This design comes from an exercise in tuning for small area, a short achievable clock period and few clock cycles per item on the open sky130 flow, not from production work.
In this exercise RTL edits were held to simulation tests only and were not proved equivalent to the original.

run a:
## running_mean_stddev
module running_mean_stddev #(
    parameter int MAX_COUNT   = 65536,
    parameter int FRAC_BITS   = 16
) (
    input  logic        aclk,
    input  logic        aresetn,
    input  logic        s_axis_tvalid,
    output logic        s_axis_tready,
    input  logic [15:0] s_axis_tdata,    
    input  logic        s_axis_tlast,
    output logic        m_axis_tvalid,
    input  logic        m_axis_tready,
    output logic [87:0] m_axis_tdata,    
    input  logic        psel,
    input  logic        penable,
    input  logic        pwrite,
    input  logic [1:0]  paddr,
    input  logic [31:0] pwdata,
    output logic [31:0] prdata,
    output logic        pready
);
clock: 11.0 ns
lec_check: 0
cap_margin: 20
core_margin: 2
core_utilization: 40
setup_slack_margin: 5
slew_margin: 20
run.sh (not shown) runs the stock make flow with config.mk's settings and CLKGATE_MAP_FILE= SYNTH_SCRIPT=/design/flow/synth_recipe.tcl, a recipe that flattens the netlist after the stock synthesis.
Run a: PASS, flow complete, no timing, DRC or antenna violations
Testbench counts of run a, summed over its fixed seeds: cycles 13,457, items 320.
For run b, these inputs were changed with respect to run a:
# run a
export LEC_CHECK = 0
export CAP_MARGIN = 20
export CORE_MARGIN = 2
export CORE_UTILIZATION = 40
export SETUP_SLACK_MARGIN = 5
export SLEW_MARGIN = 20
create_clock -name core_clock -period 11.0 [get_ports {aclk}]
# run b
export LEC_CHECK = 0
export CAP_MARGIN = 20
export CORE_MARGIN = 2
export CORE_UTILIZATION = 40
export SLEW_MARGIN = 20
create_clock -name core_clock -period 11.0 [get_ports {aclk}]
[run b] sequential share of layout area rose 3.0 points relative to run a
The cell with the biggest individual delay on the critical path comes out sky130_fd_sc_hd__edfxtp_1 in one run and sky130_fd_sc_hd__fa_1 in the other, namely in run b and run a respectively.
Run b vs run a on number of CTS-inserted buffers: run b is the higher one.
Total of plain and repair buffers excluding clock buffers went down by more than half going from run a to run b.

========
build 38:
running_mean_stddev, a different RTL version from the one above (not shown whole).
Size in the first run: roughly 4,800 cells after synthesis, about 670 flip-flops, ~180 I/O pins, roughly 45,000 um^2 of cells after synthesis.
==> flow/design.v (excerpt) <==
module running_mean_stddev #(
    parameter int MAX_COUNT   = 65536,
    parameter int FRAC_BITS   = 16
) (
    input  logic        aclk,
    input  logic        aresetn,
    input  logic        s_axis_tvalid,
    output logic        s_axis_tready,
    input  logic [15:0] s_axis_tdata,    
    input  logic        s_axis_tlast,
    output logic        m_axis_tvalid,
    input  logic        m_axis_tready,
    output logic [87:0] m_axis_tdata,    
    input  logic        psel,
    input  logic        penable,
    input  logic        pwrite,
    input  logic [1:0]  paddr,
    input  logic [31:0] pwdata,
    output logic [31:0] prdata,
    output logic        pready
);
Settings: LEC_CHECK=0, ABC_AREA=1, CAP_MARGIN=20, CORE_MARGIN=2, CORE_UTILIZATION=40, SETUP_SLACK_MARGIN=5, SLEW_MARGIN=20; clock period 11.0 ns.
Build 38 completed; timing, DRC and antenna clean
Testbench counts of build 38, summed over its fixed seeds: cycles 12,376, items 320.
> inputs changed (build 38 -> build 67)
- CORE_UTILIZATION now 50, was 40
--- outcome ---
Taking build 38 as the reference, in build 67 placement-stage cell area fell by about 0.9%, share of the clock period used by the worst path fell by 1.6 points, measured slew at the worst slew-check pin stayed essentially flat. Build 67 against build 38: routed wire length dropped 800 um, sum of met3 wire segment lengths after detailed routing dropped 26%. Changes observed in build 67 relative to build 38: cell count along the critical path went up by 5, sequential portion of the cell area went up by 0.19 points. Final worst slack in build 67 is 180 ps higher than in build 38.
Edits applied to the flow inputs when going from build 67 to build 55:
- CORE_UTILIZATION: 50 -> 40
- PLACE_DENSITY: unset -> 0.7
[summary]
Diff build 67 -> build 55: achievable frequency went down by 0.88%; number of core rows went up by 13; met3 routing resource usage after global routing went up by 1.6 points; final weighted congestion in routability-driven placement went up by 6.6%.

========
Another version of the RTL of running_mean_stddev (not shown whole).
Size: ~4,800 cells after synthesis, roughly 670 flip-flops, ~180 I/O pins, about 45,000 um2 of cells after synthesis.
==> flow/design.v (excerpt) <==
module running_mean_stddev #(
    parameter int MAX_COUNT   = 65536,
    parameter int FRAC_BITS   = 16
) (
    input  logic        aclk,
    input  logic        aresetn,
    input  logic        s_axis_tvalid,
    output logic        s_axis_tready,
    input  logic [15:0] s_axis_tdata,    
    input  logic        s_axis_tlast,
    output logic        m_axis_tvalid,
    input  logic        m_axis_tready,
    output logic [87:0] m_axis_tdata,    
    input  logic        psel,
    input  logic        penable,
    input  logic        pwrite,
    input  logic [1:0]  paddr,
    input  logic [31:0] pwdata,
    output logic [31:0] prdata,
    output logic        pready
);
export LEC_CHECK = 0
export ABC_AREA = 1
export CAP_MARGIN = 20
export CORE_MARGIN = 2
export CORE_UTILIZATION = 45
export SETUP_SLACK_MARGIN = 5
export SLEW_MARGIN = 20
create_clock -name core_clock -period 11.0 [get_ports {aclk}]
The first run finished with timing, DRC and antenna clean.
Testbench counts at the start, summed over its fixed seeds: cycles 12,376, items 320.
Change:
- CAP_MARGIN: 20 -> 10
- CORE_UTILIZATION: 45 -> 50
- SLEW_MARGIN: 20 -> 10
Effect: Maximum frequency went up by about 1.5%; design area does not change; register-to-register slack gets better by 0.08 ns; clock skew went up by 0.021 ns.

========
## run A
running_mean_stddev, a different RTL version from the one above (not shown whole).
Size in the first run: ~5100 cells after synthesis, ~670 flip-flops, ~180 I/O pins, roughly 45000 sq um of cells after synthesis.
## running_mean_stddev
module running_mean_stddev #(
    parameter int MAX_COUNT   = 65536,
    parameter int FRAC_BITS   = 16
) (
    input  logic        aclk,
    input  logic        aresetn,
    input  logic        s_axis_tvalid,
    output logic        s_axis_tready,
    input  logic [15:0] s_axis_tdata,    
    input  logic        s_axis_tlast,
    output logic        m_axis_tvalid,
    input  logic        m_axis_tready,
    output logic [87:0] m_axis_tdata,    
    input  logic        psel,
    input  logic        penable,
    input  logic        pwrite,
    input  logic [1:0]  paddr,
    input  logic [31:0] pwdata,
    output logic [31:0] prdata,
    output logic        pready
);
==> flow/config.mk <==
export PLATFORM = sky130hd
export DESIGN_NAME = running_mean_stddev
export DESIGN_NICKNAME = running_mean_stddev
export VERILOG_FILES = /design/flow/design.v
export SDC_FILE = /design/flow/constraint.sdc
export NUM_CORES = 4
export LEC_CHECK = 0
export ABC_AREA = 1
export CAP_MARGIN = 20
export CORE_MARGIN = 2
export CORE_UTILIZATION = 50
export GPL_ROUTABILITY_DRIVEN = 0
export SETUP_SLACK_MARGIN = 5
export SLEW_MARGIN = 20
==> flow/constraint.sdc <==
create_clock -name core_clock -period 11.0 [get_ports {aclk}]
set_input_delay 2.2000 -clock core_clock [delete_from_list [all_inputs] [get_ports {aclk}]]
set_output_delay 2.2000 -clock core_clock [all_outputs]
set_load 0.01 [all_outputs]
Testbench counts of run A, summed over its fixed seeds: cycles 12,376, items 320.
Input changes introduced in run B (baseline for comparison: run A):
-- flow/config.mk --
<<< run A, line 10
export CORE_MARGIN = 2
export CORE_UTILIZATION = 50
export GPL_ROUTABILITY_DRIVEN = 0
export SETUP_SLACK_MARGIN = 5
export SLEW_MARGIN = 20
>>> run B, line 10
export CORE_MARGIN = 2
export CORE_UTILIZATION = 50
export GPL_TIMING_DRIVEN = 0
export SETUP_SLACK_MARGIN = 5
export SLEW_MARGIN = 20
### Flow results
- Number of clock buffers in the layout sits higher in run B than in run A.
- Run B -> run A: register area flat
Input-level comparison between run C and run B:
-- flow/config.mk --
<<< run B, line 10
export CORE_MARGIN = 2
export CORE_UTILIZATION = 50
export GPL_TIMING_DRIVEN = 0
export SETUP_SLACK_MARGIN = 5
export SLEW_MARGIN = 20
>>> run C, line 10
export CORE_MARGIN = 2
export CORE_UTILIZATION = 50
export SETUP_SLACK_MARGIN = 5
export SLEW_MARGIN = 20
No run among run C and run B stopped early or left any final violation; all are clean. The endpoint required time on the critical path reported for run C is greater than that of run B by 0.05 ns. Of the two values seen for worst setup path endpoint, sum_reg[31]$_SDFF_PP0_ was produced by run C and bR[55]$_DFF_P_ by run B. Side by side, register-to-register slack turned out higher in run C than in run B. When run C is measured against run B, its setup slack turns out 0.23 ns higher. Final period demand of the worst path delta for run C relative to run B: 0.23 ns lower. Comparing run C and run B, the lower pin count of the biggest net entering global routing was measured on run B. Layout buffer count excluding clock buffers came out lower on run C than on run B. From run B to run C the numbers moved as follows: number of filler instances in the final layout grew by 39.

========
running_mean_stddev with an RTL version that a note above also has.
Size: roughly 670 flip-flops, about 0.045 mm² of cells after synthesis.
make LEC_CHECK=0 ABC_AREA=1 CAP_MARGIN=20 CORE_MARGIN=2 CORE_UTILIZATION=50 SETUP_SLACK_MARGIN=5 SLEW_MARGIN=20 TNS_END_PERCENT=20 finish   # period 11.0 ns
Testbench counts at the start, summed over its fixed seeds: cycles 12,376, items 320.
Rerun with:
Settings changed: PLACE_DENSITY set to 0.7, TNS_END_PERCENT 20 to not set.
Worst setup slack degrades by 120 ps; wire length falls by 1.5%; die area does not change; synthesized area does not change; synthesized cell count stays the same; sequential share of layout area rises by 0.16 points; clock skew rises by 7.1 ps; register-to-register slack degrades by 120 ps; non-clock buffer count falls by 2.

========
Setup of main:
running_mean_stddev again, from the RTL that the note above started with.
clock: 11.0 ns
lec_check: 0
abc_area: 1
cap_margin: 20
core_margin: 2
core_utilization: 50
cts_cluster_size: 30
setup_slack_margin: 5
slew_margin: 20
Testbench counts of main, summed over its fixed seeds: cycles 12,376, items 320.
Inputs modified between main and the feature branch:
Settings: CTS_CLUSTER_SIZE: 30 -> unset; TNS_END_PERCENT: unset -> 0.
### Flow results
Taking main as the reference, in the feature branch worst reg-to-reg path cell count comparable; wire length of the first global-routing pass stayed essentially flat. In the flow results for main and the feature branch, the worst setup slack is smaller on main.

========
JK:
Starting RTL as in the previous note.
make LEC_CHECK=0 ABC_AREA=1 CAP_MARGIN=20 CORE_MARGIN=2 CORE_UTILIZATION=50 CTS_CLUSTER_SIZE=40 SETUP_SLACK_MARGIN=5 SLEW_MARGIN=20 finish   # period 11.0 ns
Testbench counts of JK, summed over its fixed seeds: cycles 12,376, items 320.
For MS, these inputs were changed with respect to JK:
Settings: removing CTS_CLUSTER_SIZE (formerly 40).
[summary]
- MS did not stop at any stage, and its layout met the timing, DRC and antenna checks.
- JK -> MS: worst-case hold slack delta 0, exact match
- MS vs. JK: global-route wire length before repair shows no meaningful change, number of buffers outside the clock class in the layout shows no meaningful change.

-- port drivers added, routing unchanged --
No port has a modelled driver above. Below, the same layouts with a new extraction and two added sets of constraints.
Step 1 (the two cells are an assumption about what drives the block):
set clk [get_ports {aclk}]
set_driving_cell -lib_cell sky130_fd_sc_hd__clkbuf_16 $clk
set_driving_cell -lib_cell sky130_fd_sc_hd__buf_2 [delete_from_list [all_inputs] $clk]
Step 2 times the ports against the registers' clock, not the clock port: input delays grow and output delays shrink by t, the midpoint of the rising clock arrivals with the driver on.
a / b / c = ideal / step 1 / step 2; a / b = the first two.
| run | t, ns | setup WS [ns] | worst hold slack (ns) | worst slew at a driven data input, ns | pins driven straight from the clock port |
|---|---|---|---|---|---|
| run a of note 1 | 0.739 | 2.868 / 2.868 / 2.868 | 0.447 / 0.447 / 0.447 | 0.04 | 1 |
| run b of note 1 | 0.727 | 1.516 / 1.516 / 1.516 | 0.450 / 0.450 / 0.450 | 0.14 | 1 |
| build 38 | 0.710 | 5.323 / 5.323 / 5.162 | 0.430 / 0.430 / 0.430 | 0.06 | 1 |
| build 67 | 0.714 | 5.503 / 5.503 / 5.381 | 0.427 / 0.427 / 0.427 | 0.04 | 1 |
| build 55 | 0.692 | 5.454 / 5.454 / 5.454 | 0.431 / 0.431 / 0.431 | 0.07 | 1 |
| the first run of note 3 | 0.701 | 5.397 / 5.397 / 5.397 | 0.432 / 0.432 / 0.432 | 0.07 | 1 |
| the second run of note 3 | 0.700 | 5.481 / 5.481 / 5.052 | 0.428 / 0.428 / 0.428 | 0.05 | 1 |
| run A of note 4 | 0.698 | 5.605 / 5.605 / 5.233 | 0.428 / 0.428 / 0.428 | 0.07 | 1 |
| run B of note 4 | 0.707 | 5.370 / 5.370 / 4.950 | 0.434 / 0.434 / 0.434 | 0.04 | 1 |
| run C of note 4 | 0.698 | 5.605 / 5.605 / 5.233 | 0.428 / 0.428 / 0.428 | 0.07 | 1 |
| the first run of note 5 | 0.687 | 5.523 / 5.523 / 5.282 | 0.418 / 0.418 / 0.418 | 0.05 | 1 |
| the second run of note 5 | 0.702 | 5.406 / 5.406 / 5.379 | 0.428 / 0.428 / 0.428 | 0.06 | 1 |
| main | 0.690 | 5.515 / 5.515 / 5.290 | 0.418 / 0.418 / 0.418 | 0.05 | 1 |
| the feature branch | 0.687 | 5.523 / 5.523 / 5.282 | 0.418 / 0.418 / 0.418 | 0.05 | 1 |
| JK | 0.690 | 5.515 / 5.515 / 5.290 | 0.418 / 0.418 / 0.418 | 0.05 | 1 |
| MS | 0.690 | 5.515 / 5.515 / 5.290 | 0.418 / 0.418 / 0.418 | 0.05 | 1 |
After both steps setup and hold are still met in every run listed. For the second run of note 3, which loses most, drivers alone change the setup slack by 0.000 ns; drivers and shift together by -0.429 ns.
